Background: an optimization exercise with open tools, aiming at small area. Do not read the settings as production practice.
Function was checked by simulation only, so behaviour that the tests miss may differ from the original.
Power is estimated from default activity; no workload was simulated.

## dev_top
module dev_top (
    input  logic                       clk_60m,
    input  logic                       rst_n,
    input  logic                       upc_cfg_uart_rx,
    output logic                       upc_cfg_uart_tx,
    input  logic [dev_pkg::byte_w-1:0] upconvert_cfg_data,
    input  logic                       upconvert_cfg_data_valid,
    output logic [dev_pkg::byte_w-1:0] upconvert_rd_data,
    output logic                       upconvert_rd_data_valid,
    input  logic                       pc_lcuart_rx,
    output logic                       pc_lcuart_tx,
    input  logic                       pc_lctx_en,
    input  logic [dev_pkg::byte_w-1:0] pc_lctx_data,
    output logic [dev_pkg::byte_w-1:0] pc_lcrx_data,
    output logic                       pc_lcrx_data_valid,
    input  logic                       pc_rmuart_rx,
    output logic                       pc_rmuart_tx,
    input  logic                       pc_rmtx_en,
    input  logic [dev_pkg::byte_w-1:0] pc_rmtx_data,
    output logic [dev_pkg::byte_w-1:0] pc_rmrx_data,
    output logic                       pc_rmrx_data_valid,
    input  logic                       pwr_uart_rx,
    output logic [dev_pkg::meas_w-1:0] pwr_voltage,
    output logic [dev_pkg::meas_w-1:0] pwr_current,
    output logic [dev_pkg::meas_w-1:0] pwr_power,
    output logic                       pwr_valid
);
Size in the first run: ~1600 cells after synthesis, roughly 450 flip-flops, ~160 I/O pins, roughly 17000 um^2 of cells after synthesis.
clock: 10.0 ns
lec_check: 0
abc_area: 1
cap_margin: 20
core_margin: 2
core_utilization: 40
cts_buf_list: sky130_fd_sc_hd__clkbuf_8
cts_cluster_diameter: 60
cts_cluster_size: 16
slew_margin: 20
run.sh (not shown) runs the stock make flow with config.mk's settings and CLKGATE_MAP_FILE= SYNTH_SCRIPT=/design/flow/synth_recipe.tcl, a recipe that flattens the netlist after the stock synthesis.
Edit:
Settings changed: ABC_AREA 1 to unset, CTS_BUF_LIST sky130_fd_sc_hd__clkbuf_8 to unset, CTS_CLUSTER_DIAMETER 60 to unset, CTS_CLUSTER_SIZE 16 to unset.
Outcome: The changed run passed the timing, DRC and antenna checks. Worst hold slack gets better by 0.012 ns. Cell area goes up by 4.7%. Worst setup slack gets worse by 0.21 ns. Non-clock buffer count goes up by 8. Via count goes down by 7.9%. Clock-buffer cell count goes up by 29. Power goes up by 15%. Core utilization goes up by 1.3 points. Wire length goes down by 4.5%.

Another version of the RTL of dev_top (not shown whole).
Size: about 440 flip-flops, roughly 160 I/O pins.
Design dev_top, start of the top module:
module dev_top (
    input  logic                       clk_60m,
    input  logic                       rst_n,
    input  logic                       upc_cfg_uart_rx,
    output logic                       upc_cfg_uart_tx,
    input  logic [dev_pkg::byte_w-1:0] upconvert_cfg_data,
    input  logic                       upconvert_cfg_data_valid,
    output logic [dev_pkg::byte_w-1:0] upconvert_rd_data,
    output logic                       upconvert_rd_data_valid,
    input  logic                       pc_lcuart_rx,
    output logic                       pc_lcuart_tx,
    input  logic                       pc_lctx_en,
    input  logic [dev_pkg::byte_w-1:0] pc_lctx_data,
    output logic [dev_pkg::byte_w-1:0] pc_lcrx_data,
    output logic                       pc_lcrx_data_valid,
    input  logic                       pc_rmuart_rx,
    output logic                       pc_rmuart_tx,
    input  logic                       pc_rmtx_en,
    input  logic [dev_pkg::byte_w-1:0] pc_rmtx_data,
    output logic [dev_pkg::byte_w-1:0] pc_rmrx_data,
    output logic                       pc_rmrx_data_valid,
    input  logic                       pwr_uart_rx,
    output logic [dev_pkg::meas_w-1:0] pwr_voltage,
    output logic [dev_pkg::meas_w-1:0] pwr_current,
    output logic [dev_pkg::meas_w-1:0] pwr_power,
    output logic                       pwr_valid
);
==> flow/config.mk <==
export PLATFORM = sky130hd
export DESIGN_NAME = dev_top
export DESIGN_NICKNAME = dev_top
export VERILOG_FILES = /design/flow/design.v
export SDC_FILE = /design/flow/constraint.sdc
export NUM_CORES = 4
export LEC_CHECK = 0
export ABC_AREA = 1
export CAP_MARGIN = 5
export CORE_MARGIN = 2
export CORE_UTILIZATION = 80
export GPL_TIMING_DRIVEN = 0
export SLEW_MARGIN = 5
==> flow/constraint.sdc <==
create_clock -name core_clock -period 10.0 [get_ports {clk_60m}]
set_input_delay 2.0000 -clock core_clock [delete_from_list [all_inputs] [get_ports {clk_60m}]]
set_output_delay 2.0000 -clock core_clock [all_outputs]
set_load 0.01 [all_outputs]
standard.sh (not shown) runs the stock make flow with config.mk's settings and CLKGATE_MAP_FILE= SYNTH_SCRIPT=/design/flow/synth_recipe.tcl, a recipe that flattens the netlist after the stock synthesis.
==> flow/flow/run.sh <==
#!/bin/bash
# The standard layout (standard.sh) with these changes:
#  - synthesis is synth_recipe.tcl as given, except that yosys's extract_fa step is skipped
#    (adders are left to ABC instead of fixed half/full adder cells) and ABC maps the logic
#    with an area-oriented script (flow/area.abc: an &deepsyn restructuring that stops after 400 steps without gain, then
#    area-recovering &nf mapping) in place of ORFS's; the registers are the standard
#    synthesis's, ABC only maps the logic between them
#  - ports are buffered with sky130_fd_sc_hd__buf_1 instead of the cell buffer_ports picks
#    by itself (a 10 um2 delay buffer)
#  - the clock tree uses clkbuf_8 clusters of up to 18 registers and no dummy loads
# make's output goes to standard.log, ORFS's per-step logs to orfs/logs/
set -euo pipefail
W=$(pwd)
cat > "$W/synth_area.tcl" <<EOF
# synth_recipe.tcl with ABC's script replaced by flow/area.abc and extract_fa skipped
proc abc {args} {
  set i [lsearch -exact \$args -script]
  if {\$i >= 0} { set args [lreplace \$args [expr {\$i + 1}] [expr {\$i + 1}] {$W/flow/area.abc}] }
  yosys abc {*}\$args
}
proc extract_fa {args} { }
source {$W/synth_recipe.tcl}
EOF
sed "s|SYNTH_SCRIPT=[^ ]*|SYNTH_SCRIPT=$W/synth_area.tcl|" standard.sh > standard_area.sh
grep -q "SYNTH_SCRIPT=$W/synth_area.tcl" standard_area.sh
export BUFFER_PORTS_ARGS="-buffer_cell sky130_fd_sc_hd__buf_1"
export CTS_ARGS="-sink_clustering_enable -repair_clock_nets -dont_use_dummy_load -buf_list sky130_fd_sc_hd__clkbuf_8 -sink_clustering_size 18 -sink_clustering_max_diameter 70"
bash standard_area.sh > standard.log 2>&1
==> flow/flow/area.abc <==
strash
&get -n
&deepsyn -J 400 -T 600
&put
dch -f
&get -n
&nf -R 1000 -p -F 8 -A 4 -C 32
&put
topo
dnsize -c
The first run passed the timing, DRC and antenna checks.
Rerun with:
Settings changed: CORE_UTILIZATION 80 to 88, GPL_TIMING_DRIVEN 0 to not set.
Outcome: The new run failed in clock tree synthesis on DPL-0033. Synthesized cell count stays the same. Synthesized area does not change.

Setup of build 95:
dev_top again, from the RTL that the note above started with.
==> flow/config.mk <==
export PLATFORM = sky130hd
export DESIGN_NAME = dev_top
export DESIGN_NICKNAME = dev_top
export VERILOG_FILES = /design/flow/design.v
export SDC_FILE = /design/flow/constraint.sdc
export NUM_CORES = 4
export LEC_CHECK = 0
export ABC_AREA = 1
export CAP_MARGIN = 20
export CORE_MARGIN = 2
export CORE_UTILIZATION = 80
export SLEW_MARGIN = 20
==> flow/constraint.sdc <==
create_clock -name core_clock -period 10.0 [get_ports {clk_60m}]
set_input_delay 2.0000 -clock core_clock [delete_from_list [all_inputs] [get_ports {clk_60m}]]
set_output_delay 2.0000 -clock core_clock [all_outputs]
set_load 0.01 [all_outputs]
==> flow/flow/run.sh <==
#!/bin/bash
# The standard layout (standard.sh) with these changes:
#  - synthesis is synth_recipe.tcl as given, except that yosys's extract_fa step is skipped
#    (adders are left to ABC instead of fixed half/full adder cells) and ABC maps the logic
#    with an area-oriented script (flow/area.abc: a time-limited &deepsyn restructuring, then
#    area-recovering &nf mapping) in place of ORFS's; the registers are the standard
#    synthesis's, ABC only maps the logic between them
#  - ports are buffered with sky130_fd_sc_hd__buf_1 instead of the cell buffer_ports picks
#    by itself (a 10 um2 delay buffer)
#  - the clock tree uses clkbuf_8 clusters of up to 18 registers and no dummy loads
# make's output goes to standard.log, ORFS's per-step logs to orfs/logs/
set -euo pipefail
W=$(pwd)
cat > "$W/synth_area.tcl" <<EOF
# synth_recipe.tcl with ABC's script replaced by flow/area.abc and extract_fa skipped
proc abc {args} {
  set i [lsearch -exact \$args -script]
  if {\$i >= 0} { set args [lreplace \$args [expr {\$i + 1}] [expr {\$i + 1}] {$W/flow/area.abc}] }
  yosys abc {*}\$args
}
proc extract_fa {args} { }
source {$W/synth_recipe.tcl}
EOF
sed "s|SYNTH_SCRIPT=[^ ]*|SYNTH_SCRIPT=$W/synth_area.tcl|" standard.sh > standard_area.sh
grep -q "SYNTH_SCRIPT=$W/synth_area.tcl" standard_area.sh
export BUFFER_PORTS_ARGS="-buffer_cell sky130_fd_sc_hd__buf_1"
export CTS_ARGS="-sink_clustering_enable -repair_clock_nets -dont_use_dummy_load -buf_list sky130_fd_sc_hd__clkbuf_8 -sink_clustering_size 22 -sink_clustering_max_diameter 60"
bash standard_area.sh > standard.log 2>&1
==> flow/flow/area.abc <==
strash
&get -n
&deepsyn -T 60
&put
dch -f
&get -n
&nf -R 1000 -p -F 8 -A 4 -C 32
&put
topo
dnsize -c
The final layout from build 95, which completed every stage, passed the timing, DRC and antenna checks at the end of the flow.
Setup changes, build 95 to build 10
-- flow/flow/run.sh --
<<< build 95, line 5
#    with an area-oriented script (flow/area.abc: a time-limited &deepsyn restructuring, then
#    area-recovering &nf mapping) in place of ORFS's; the registers are the standard
#    synthesis's, ABC only maps the logic between them
>>> build 10, line 5
#    with an area-oriented script (flow/area.abc) in place of ORFS's; the registers are the
#    standard synthesis's, ABC only maps the logic between them
<<< build 95, line 27
export CTS_ARGS="-sink_clustering_enable -repair_clock_nets -dont_use_dummy_load -buf_list sky130_fd_sc_hd__clkbuf_8 -sink_clustering_size 22 -sink_clustering_max_diameter 60"
>>> build 10, line 26
export CTS_ARGS="-sink_clustering_enable -repair_clock_nets -dont_use_dummy_load -buf_list sky130_fd_sc_hd__clkbuf_8 -sink_clustering_size 18 -sink_clustering_max_diameter 70"
-- flow/flow/area.abc --
<<< build 95, line 2
&get -n
&deepsyn -T 60
&put
>>> build 10, line 2
balance
rewrite
refactor
balance
rewrite
rewrite -z
balance
refactor -z
rewrite -z
balance
Results
- Across build 95 and build 10, none had a timing, DRC or antenna violation.
- | detailed-placement wirelength estimate | build 10 vs build 95 | about 1.3% higher |
- Across both runs, layout multi-input combinational cell count was higher for build 10 than for build 95.
- The wire length of the first global-routing pass in build 10 sits 600 um above the value recorded for build 95.
- Build 10 vs build 95, worst setup path startpoint: u3_uart_tx.rd_ptr[0] vs u1_uart_tx.bit_idx[0]
- Compared build 10 vs build 95, and non-clock buffer count is down in build 10.
[inputs] build 57 vs build 10
Settings: swapping 20 for 5 in CAP_MARGIN; swapping 20 for 5 in SLEW_MARGIN.
-- flow/flow/run.sh --
<<< build 10, line 5
#    with an area-oriented script (flow/area.abc) in place of ORFS's; the registers are the
#    standard synthesis's, ABC only maps the logic between them
>>> build 57, line 5
#    with an area-oriented script (flow/area.abc: an &deepsyn restructuring that stops after 400 steps without gain, then
#    area-recovering &nf mapping) in place of ORFS's; the registers are the standard
#    synthesis's, ABC only maps the logic between them
==> flow/flow/area.abc <==
strash
&get -n
&deepsyn -J 400 -T 600
&put
dch -f
&get -n
&nf -R 1000 -p -F 8 -A 4 -C 32
&put
topo
dnsize -c
### Flow results
- When build 57 is set beside build 10, its filler cell count in the final layout turns out to be 49 larger.
- In build 57, the critical path depth came out 3 above the value in build 10.
- Compared with build 10, build 57 shows a total chip power that is 6.4% lower.
- Looking at fmax, build 57 sits below build 10.
- Compared with build 10, final cell count without fillers in build 57 decreased slightly.
- In the tables for build 10 and build 57, sequential share of layout area reads lower with build 10.
- Count of buffer and inverter cells on the critical path (build 57 over build 10): increase, 3
- Build 57 vs build 10: actual slew at the worst max-slew pin down
- Build 10 -> build 57: compound-cell area share of the yosys netlist flat

dev_top, a different RTL version from the one above (not shown whole).
Size in the first run: about 1200 cells after synthesis, roughly 440 flip-flops.
// dev_top
module dev_top (
    input  logic                       clk_60m,
    input  logic                       rst_n,
    input  logic                       upc_cfg_uart_rx,
    output logic                       upc_cfg_uart_tx,
    input  logic [dev_pkg::byte_w-1:0] upconvert_cfg_data,
    input  logic                       upconvert_cfg_data_valid,
    output logic [dev_pkg::byte_w-1:0] upconvert_rd_data,
    output logic                       upconvert_rd_data_valid,
    input  logic                       pc_lcuart_rx,
    output logic                       pc_lcuart_tx,
    input  logic                       pc_lctx_en,
    input  logic [dev_pkg::byte_w-1:0] pc_lctx_data,
    output logic [dev_pkg::byte_w-1:0] pc_lcrx_data,
    output logic                       pc_lcrx_data_valid,
    input  logic                       pc_rmuart_rx,
    output logic                       pc_rmuart_tx,
    input  logic                       pc_rmtx_en,
    input  logic [dev_pkg::byte_w-1:0] pc_rmtx_data,
    output logic [dev_pkg::byte_w-1:0] pc_rmrx_data,
    output logic                       pc_rmrx_data_valid,
    input  logic                       pwr_uart_rx,
    output logic [dev_pkg::meas_w-1:0] pwr_voltage,
    output logic [dev_pkg::meas_w-1:0] pwr_current,
    output logic [dev_pkg::meas_w-1:0] pwr_power,
    output logic                       pwr_valid
);
export LEC_CHECK = 0
export ABC_AREA = 1
export CAP_MARGIN = 20
export CORE_MARGIN = 2
export CORE_UTILIZATION = 40
export SLEW_MARGIN = 20
create_clock -name core_clock -period 10.0 [get_ports {clk_60m}]
==> flow/flow/run.sh <==
#!/bin/bash
# The standard layout (standard.sh) with three changes:
#  - synthesis maps the logic with an area-oriented ABC script (flow/area.abc) in place of
#    ORFS's; everything else in synthesis, the registers included, is synth_recipe.tcl as given
#  - ports are buffered with sky130_fd_sc_hd__buf_1 instead of the cell buffer_ports picks
#    by itself (a 10 um2 delay buffer)
#  - the clock tree is built without dummy loads
# make's output goes to standard.log, ORFS's per-step logs to orfs/logs/
set -euo pipefail
W=$(pwd)
cat > "$W/synth_area.tcl" <<EOF
# synth_recipe.tcl with ABC's script replaced by flow/area.abc
proc abc {args} {
  set i [lsearch -exact \$args -script]
  if {\$i >= 0} { set args [lreplace \$args [expr {\$i + 1}] [expr {\$i + 1}] {$W/flow/area.abc}] }
  yosys abc {*}\$args
}
source {$W/synth_recipe.tcl}
EOF
sed "s|SYNTH_SCRIPT=[^ ]*|SYNTH_SCRIPT=$W/synth_area.tcl|" standard.sh > standard_area.sh
grep -q "SYNTH_SCRIPT=$W/synth_area.tcl" standard_area.sh
export BUFFER_PORTS_ARGS="-buffer_cell sky130_fd_sc_hd__buf_1"
export CTS_ARGS="-sink_clustering_enable -repair_clock_nets -dont_use_dummy_load -buf_list sky130_fd_sc_hd__clkbuf_8 -sink_clustering_size 20 -sink_clustering_max_diameter 80"
bash standard_area.sh > standard.log 2>&1
==> flow/flow/area.abc <==
strash
balance
rewrite
refactor
balance
rewrite
rewrite -z
balance
refactor -z
rewrite -z
balance
dch -f
amap
topo
dnsize -c
Rerun with:
==> flow/flow/run.sh (replaced) <==
#!/bin/bash
# The standard layout (standard.sh) with these changes:
#  - synthesis is synth_recipe.tcl as given, except that yosys's extract_fa step is skipped
#    (adders are left to ABC instead of fixed half/full adder cells) and ABC maps the logic
#    with an area-oriented script (flow/area.abc) in place of ORFS's; the registers are the
#    standard synthesis's, ABC only maps the logic between them
#  - ports are buffered with sky130_fd_sc_hd__buf_1 instead of the cell buffer_ports picks
#    by itself (a 10 um2 delay buffer)
#  - the clock tree uses clkbuf_8 clusters of up to 18 registers and no dummy loads
# make's output goes to standard.log, ORFS's per-step logs to orfs/logs/
set -euo pipefail
W=$(pwd)
cat > "$W/synth_area.tcl" <<EOF
# synth_recipe.tcl with ABC's script replaced by flow/area.abc and extract_fa skipped
proc abc {args} {
  set i [lsearch -exact \$args -script]
  if {\$i >= 0} { set args [lreplace \$args [expr {\$i + 1}] [expr {\$i + 1}] {$W/flow/area.abc}] }
  yosys abc {*}\$args
}
proc extract_fa {args} { }
source {$W/synth_recipe.tcl}
EOF
sed "s|SYNTH_SCRIPT=[^ ]*|SYNTH_SCRIPT=$W/synth_area.tcl|" standard.sh > standard_area.sh
grep -q "SYNTH_SCRIPT=$W/synth_area.tcl" standard_area.sh
export BUFFER_PORTS_ARGS="-buffer_cell sky130_fd_sc_hd__buf_1"
export CTS_ARGS="-sink_clustering_enable -repair_clock_nets -dont_use_dummy_load -buf_list sky130_fd_sc_hd__clkbuf_8 -sink_clustering_size 18 -sink_clustering_max_diameter 70"
bash standard_area.sh > standard.log 2>&1
--- a/flow/flow/area.abc
+++ b/flow/flow/area.abc
@@ -12,3 +12,3 @@
 dch -f
-amap
+amap -F 3 -A 8
 topo
- CORE_UTILIZATION: 40 -> 65
Result:
- cell count decreases by 11%
- design area is lower by 3.8%
- clock skew fell by 0.057 ns
- clock power falls by about 2%
- worst setup slack got worse by 0.0031 ns
Rerun with:
==> flow/flow/run.sh (replaced) <==
#!/bin/bash
# The standard layout (standard.sh) with three changes:
#  - synthesis maps the logic with an area-oriented ABC script (flow/area.abc) in place of
#    ORFS's; everything else in synthesis, the registers included, is synth_recipe.tcl as given
#  - ports are buffered with sky130_fd_sc_hd__buf_1 instead of the cell buffer_ports picks
#    by itself (a 10 um2 delay buffer)
#  - the clock tree is built without dummy loads
# make's output goes to standard.log, ORFS's per-step logs to orfs/logs/
set -euo pipefail
W=$(pwd)
cat > "$W/synth_area.tcl" <<EOF
# synth_recipe.tcl with ABC's script replaced by flow/area.abc
proc abc {args} {
  set i [lsearch -exact \$args -script]
  if {\$i >= 0} { set args [lreplace \$args [expr {\$i + 1}] [expr {\$i + 1}] {$W/flow/area.abc}] }
  yosys abc {*}\$args
}
source {$W/synth_recipe.tcl}
EOF
sed "s|SYNTH_SCRIPT=[^ ]*|SYNTH_SCRIPT=$W/synth_area.tcl|" standard.sh > standard_area.sh
grep -q "SYNTH_SCRIPT=$W/synth_area.tcl" standard_area.sh
export BUFFER_PORTS_ARGS="-buffer_cell sky130_fd_sc_hd__buf_1"
export CTS_ARGS="-sink_clustering_enable -repair_clock_nets -dont_use_dummy_load -buf_list sky130_fd_sc_hd__clkbuf_8 -sink_clustering_size 20 -sink_clustering_max_diameter 80"
bash standard_area.sh > standard.log 2>&1
--- a/flow/flow/area.abc
+++ b/flow/flow/area.abc
@@ -12,3 +12,3 @@
 dch -f
-amap -F 3 -A 8
+amap
 topo
Effect: Routed wire length is about the same. Synthesized area rises by 2.5%. Worst setup slack hardly moves. Count of clock-buffer cells in the layout falls by 3. Cell count stays flat.

[port drivers added, routing unchanged]
In the flow no input, the clock included, has a driving cell. The finished layouts below were timed again as built, in two steps. Step 1: set_driving_cell puts a clkbuf_16 on clk_60m and a buf_2 on each other input, an assumption about the parent block. Step 2, shift: input delay + t, output delay - t, t = (earliest + latest rising clock arrival at the registers) / 2. This alone moves slack from input paths to output paths. Slacks: ideal / step 1 / step 2; pairs: ideal / step 1.
run | t (ns) | setup slack, ns | hold WS [ns]
the first run of note 1 | 0.639 | 4.985 / 4.936 / 5.575 | 0.392 / 0.392 / 0.392
the second run of note 1 | 0.610 | 4.775 / 4.724 / 5.334 | 0.404 / 0.404 / 0.404
the first run of note 2 | 0.601 | 4.299 / 4.318 / 3.716 | 0.423 / 0.423 / 0.423
build 95 | 0.600 | 5.039 / 4.997 / 4.459 | 0.374 / 0.374 / 0.374
build 10 | 0.595 | 4.745 / 4.702 / 5.297 | 0.403 / 0.403 / 0.403
build 57 | 0.600 | 4.637 / 4.656 / 4.056 | 0.417 / 0.417 / 0.417
the first run of note 4 | 0.646 | 4.745 / 4.693 / 5.340 | 0.378 / 0.378 / 0.378
the second run of note 4 | 0.609 | 4.742 / 4.700 / 5.309 | 0.424 / 0.424 / 0.424
the third run of note 4 | 0.619 | 4.741 / 4.696 / 5.314 | 0.393 / 0.393 / 0.393
After both steps every run listed still meets setup and hold. The setup slack of the first run of note 2, which loses most, moves by +0.019 ns with the drivers and by -0.583 ns with both steps.
